This is an optimization exercise on Yosys and OpenROAD, whose aim is small area and few clock cycles per item, not a production implementation. At most, simulation tests tie the RTL to the original design; equivalence was not proved.

Setup of before:
==> module delta_datapath, before the edit <==
module delta_datapath (
    input  logic signed [18:0] num,
    output logic signed [15:0] delta    
);
    logic signed [31:0] prod;
    assign prod  = (32'(num) <<< 11) + (32'(num) <<< 10) + (32'(num) <<< 7) + (32'(num) <<< 6)
                 + (32'(num) <<< 3) + (32'(num) <<< 2) + 32'(num);
    assign delta = prod[15 +: 16];
endmodule
export LEC_CHECK = 0
export CAP_MARGIN = 20
export CORE_MARGIN = 2
export CORE_UTILIZATION = 65
export CTS_BUF_LIST = sky130_fd_sc_hd__clkbuf_8
export CTS_CLUSTER_DIAMETER = 50
export CTS_CLUSTER_SIZE = 16
export PLACE_DENSITY = 0.75
export SLEW_MARGIN = 20
create_clock -name core_clock -period 7.0 [get_ports {clk}]
standard.sh (not shown) runs the stock make flow with config.mk's settings and CLKGATE_MAP_FILE= SYNTH_SCRIPT=/design/flow/synth_recipe.tcl, a recipe that flattens the netlist after the stock synthesis.
==> flow/flow/run.sh <==
#!/bin/bash
# The standard layout (the standard.sh, standard synthesis unchanged) with
# two make variables changed and one netlist step added:
#  - port buffers use buf_1 instead of the cell buffer_ports picks by itself
#  - the clock tree is built without dummy loads, in clusters of up to 20 sinks
#  - after synthesis, flow/polarity.py flips some full-adder cells (a full adder
#    is self-dual) and rebuilds some half adders so that fewer inverters are
#    needed; registers, ports and
#    all other cells stay as synthesis made them
set -euo pipefail
ARGS=(
  BUFFER_PORTS_ARGS="-buffer_cell sky130_fd_sc_hd__buf_1"
  CTS_ARGS="-sink_clustering_enable -repair_clock_nets -sink_clustering_size 20 -sink_clustering_max_diameter 55 -buf_list sky130_fd_sc_hd__clkbuf_8 -dont_use_dummy_load"
)
RES="$PWD/orfs/results/${FLOW_PLATFORM}/delta_top/base"
bash standard.sh "${ARGS[@]}" "$RES/1_2_yosys.v" > synth.log 2>&1
cp "$RES/1_2_yosys.v" "$RES/1_2_yosys.std.v"
python3 flow/polarity.py "$RES/1_2_yosys.std.v" "$RES/1_2_yosys.v" > polarity.log 2>&1
bash standard.sh "${ARGS[@]}" finish > standard.log 2>&1
Other scripts of this flow, unchanged in this note and not shown: flow/flow/polarity.py
Testbench counts of before, summed over its fixed seeds: cycles 5,000, deltas 4,784.
Setup changes, before to after
--- a/flow/design.v
+++ b/flow/design.v
@@ -21,5 +21,5 @@
     assign prod  = (32'(num) <<< 11) + (32'(num) <<< 10) + (32'(num) <<< 7) + (32'(num) <<< 6)
                  + (32'(num) <<< 3) + (32'(num) <<< 2) + 32'(num);
-    assign delta = prod[15 +: 16];
+    assign delta = {num[18], prod[15 +: 15]};
 endmodule
 module delta_num (
[summary]
- after packs its core tighter than before.
- Between after and before, the vias per cell figures differ only marginally.
- Where final critical-path setup slack is concerned, before is better than after.
- Against before, after comes in 38 higher on layout buffer count excluding clock buffers.
- Re routed wire length: before and after aren't equal, and the lower value belongs to before.
- Changes observed in after relative to before: x dimension of the die fell by 0.83 µm; shortest period the worst path allows rose by 0.22 ns; critical path buffer and inverter count fell by 1; worst hold margin rose by 0.0099 ns.
The RTL of after was laid out without a check of its function.


delta_top, a different RTL version from the one above (not shown whole).
Size in the first run: ~1400 cells after synthesis, ~40 I/O pins.
==> module delta_datapath, before the edit <==
module delta_datapath (
    input  logic signed [18:0] num,
    output logic signed [15:0] delta    
);
    logic signed [31:0] prod;
    assign prod  = (32'(num) <<< 11) + (32'(num) <<< 10) + (32'(num) <<< 7) + (32'(num) <<< 6)
                 + (32'(num) <<< 3) + (32'(num) <<< 2) + 32'(num);
    assign delta = {num[18], prod[15 +: 15]};
endmodule
==> module delta_num, before the edit <==
module delta_num (
    input  logic [15:0] c0,
    input  logic [15:0] c1,
    input  logic [15:0] c3n,
    input  logic [15:0] c4n,
    output logic [18:0] num
);
    localparam int LO = 8;    
    logic [18:0] x, y, z, w, s1, k1, s2, k2;
    logic [LO:0] cy;
    assign x = {2'b0, c4n, 1'b1};       
    assign y = {3'b0, c1};
    assign z = {3'b0, c3n};
    assign w = {2'b0, c0, 1'b1};        
    assign s1 = x ^ y ^ z;
    assign k1 = {((x & y) | (x & z) | (y & z)), 1'b0};
    assign s2 = s1 ^ k1 ^ w;
    assign k2 = {((s1 & k1) | (s1 & w) | (k1 & w)), 1'b0};
    assign cy[0] = 1'b1;
    for (genvar i = 0; i < LO; i++) begin : g_lo
        assign num[i]  = s2[i] ^ k2[i] ^ cy[i];
        assign cy[i+1] = (s2[i] & k2[i]) | (s2[i] & cy[i]) | (k2[i] & cy[i]);
    end
    assign num[18:LO] = s2[18:LO] + k2[18:LO] + (19'd327680 >> LO) + (19-LO)'(cy[LO]);
endmodule
==> module delta_top, before the edit <==
module delta_top (
    input  logic   clk,
    input  logic   rst,
    input  logic   in_valid,
    input  delta_pkg::coeff_t in_coeff,
    output logic   in_ready,
    output logic   out_valid,
    output delta_pkg::delta_t out_delta,
    input  logic   out_ready
);
    localparam int NC = delta_pkg::NUM_COEFFS;
    localparam int RL = delta_pkg::RING_LEN;
    localparam int CW = delta_pkg::COEFF_W;
    logic [RL*CW-1:0] ring;          
    logic [5:0]       phase;         
    logic [3:0]       coeff_idx;     
    logic [1:0]       frame_cnt;     
    logic             stall;
    logic             take;
    logic signed [15:0] c_f1, c_f3, c_f4;
    logic signed [18:0] num_d;
    logic signed [18:0] num_q;
    logic signed [15:0] delta_d;
    assign stall    = out_valid && !out_ready;
    assign in_ready = (phase == 6'd0) && !stall;
    assign take     = in_valid && in_ready;
    assign c_f1  = ring[12*CW +: CW];
    assign c_f3  = ring[38*CW +: CW];
    assign c_f4  = ring[51*CW +: CW];
    delta_num delta_num_inst (
        .c0  ({~in_coeff[15], in_coeff[14:0]}),
        .c1  ({~c_f1[15], c_f1[14:0]}),
        .c3n ({c_f3[15], ~c_f3[14:0]}),
        .c4n ({c_f4[15], ~c_f4[14:0]}),
        .num (num_d)
    );
    delta_datapath delta_datapath_inst (
        .num   (num_q),
        .delta (delta_d)
    );
    always_ff @(posedge clk) begin
        ring[CW +: (RL-1)*CW] <= ring[0 +: (RL-1)*CW];
        ring[0 +: CW]         <= take ? in_coeff : ring[(RL-1)*CW +: CW];
        if (take && frame_cnt == 2'd0) begin
            ring[1*NC*CW +: CW] <= in_coeff;
            ring[2*NC*CW +: CW] <= in_coeff;
        end
    end
    always_ff @(posedge clk) begin
        if (rst) begin
            phase     <= '0;
            coeff_idx <= '0;
            frame_cnt <= '0;
            out_valid <= 1'b0;
        end else begin
            if (!take) begin
                phase <= (phase == 6'(RL-1)) ? 6'd0 : phase + 6'd1;
            end
            if (take) begin
                if (coeff_idx == 4'(NC-1)) begin
                    coeff_idx <= '0;
                    if (frame_cnt != 2'd2) frame_cnt <= frame_cnt + 2'd1;
                end else begin
                    coeff_idx <= coeff_idx + 4'd1;
                end
            end
            if (take) begin
                out_valid <= (frame_cnt == 2'd2);
            end else if (out_ready) begin
                out_valid <= 1'b0;
            end
        end
    end
    always_ff @(posedge clk) begin
        if (take) num_q <= num_d;
    end
    assign out_delta = {{2{delta_d[15]}}, delta_d};
endmodule
Settings: LEC_CHECK=0, CAP_MARGIN=20, CORE_MARGIN=2, CORE_UTILIZATION=65, CTS_BUF_LIST=sky130_fd_sc_hd__clkbuf_8, CTS_CLUSTER_DIAMETER=50, CTS_CLUSTER_SIZE=16, PLACE_DENSITY=0.75, SLEW_MARGIN=20; clock period 7.0 ns.
Scripts as last shown in full above: flow/flow/run.sh
Other scripts of this flow, unchanged in this note and not shown: flow/flow/polarity.py
Testbench counts at the start, summed over its fixed seeds: cycles 5,000, deltas 4,784.
Rerun with:
--- a/flow/design.v
+++ b/flow/design.v
@@ -18,8 +18,9 @@
     output logic signed [15:0] delta    
 );
+    logic signed [20:0] num3;
     logic signed [31:0] prod;
-    assign prod  = (32'(num) <<< 11) + (32'(num) <<< 10) + (32'(num) <<< 7) + (32'(num) <<< 6)
-                 + (32'(num) <<< 3) + (32'(num) <<< 2) + 32'(num);
-    assign delta = {num[18], prod[15 +: 15]};
+    assign num3  = 21'(num) + (21'(num) <<< 1);
+    assign prod  = (32'(num3) <<< 2) + (32'(num3) <<< 6) + (32'(num3) <<< 10) + 32'(num);
+    assign delta = prod[15 +: 16];
 endmodule
 module delta_num (
@@ -33,8 +34,8 @@
     logic [18:0] x, y, z, w, s1, k1, s2, k2;
     logic [LO:0] cy;
-    assign x = {2'b0, c4n, 1'b1};       
+    assign x = {2'b0, c0, 1'b1};        
     assign y = {3'b0, c1};
     assign z = {3'b0, c3n};
-    assign w = {2'b0, c0, 1'b1};        
+    assign w = {2'b0, c4n, 1'b1};       
     assign s1 = x ^ y ^ z;
     assign k1 = {((x & y) | (x & z) | (y & z)), 1'b0};
@@ -71,5 +72,7 @@
     logic signed [18:0] num_d;
     logic signed [18:0] num_q;
+    logic               num_valid;
     logic signed [15:0] delta_d;
+    logic signed [15:0] delta_q;
     assign stall    = out_valid && !out_ready;
     assign in_ready = (phase == 6'd0) && !stall;
@@ -102,4 +105,5 @@
             coeff_idx <= '0;
             frame_cnt <= '0;
+            num_valid <= 1'b0;
             out_valid <= 1'b0;
         end else begin
@@ -115,14 +119,14 @@
                 end
             end
-            if (take) begin
-                out_valid <= (frame_cnt == 2'd2);
-            end else if (out_ready) begin
-                out_valid <= 1'b0;
+            if (!stall) begin
+                num_valid <= take && (frame_cnt == 2'd2);
+                out_valid <= num_valid;
             end
         end
     end
     always_ff @(posedge clk) begin
-        if (take) num_q <= num_d;
+        if (take)   num_q   <= num_d;
+        if (!stall) delta_q <= delta_d;
     end
-    assign out_delta = {{2{delta_d[15]}}, delta_d};
+    assign out_delta = {{2{delta_q[15]}}, delta_q};
 endmodule
What happened: The changed run completed with no timing, DRC or antenna violations; sequential cell count goes up by 17; maximum frequency goes down by 1.5%; critical path depth goes up by 11; core utilization goes up by 0.63 points; hold slack stays flat; clock skew goes up by 0.027 ns; wire length goes up by about 4.7%; design area goes up by 1.4%; sequential share of layout area goes up by 1.0 points; register-to-register slack loses 0.20 ns; non-clock buffer count goes up by 3; via count goes up by 6.1%.
Testbench counts after the change, summed over its fixed seeds: cycles 5,008, deltas 4,784.

[afterwards: timing with drivers on the ports]
Ports are ideal in the flow. The routed layouts listed here were re-timed in OpenROAD. Step 1, drivers: a clkbuf_16 drives clk and a buf_2 each remaining input, both assumed. Step 2 also shifts input and output timing later by t, the mid clock arrival at the registers, as if the neighbouring blocks saw the same clock. Slacks: no drivers / after step 1 / after step 2; pairs: no drivers / after step 1.
run | shift t [ns] | setup slack, ns | hold slack, ns | worst data-port slew with drivers (ns)
before | 0.643 | 0.348 / 0.350 / -0.274 | 0.265 / 0.265 / 0.265 | 0.08
after | 0.662 | 0.133 / 0.086 / -0.254 | 0.275 / 0.275 / 0.275 | 0.06
the first run of note 2 | 0.656 | 0.356 / 0.309 / 0.271 | 0.270 / 0.270 / 0.270 | 0.07
the second run of note 2 | 0.656 | 0.252 / 0.272 / -0.384 | 0.267 / 0.267 / 0.267 | 0.05
Met with ideal ports but missed after step 2: setup timing in before, after and the second run of note 2. The setup slack of the second run of note 2, which loses most, moves by +0.020 ns with the drivers and by -0.636 ns with both steps.
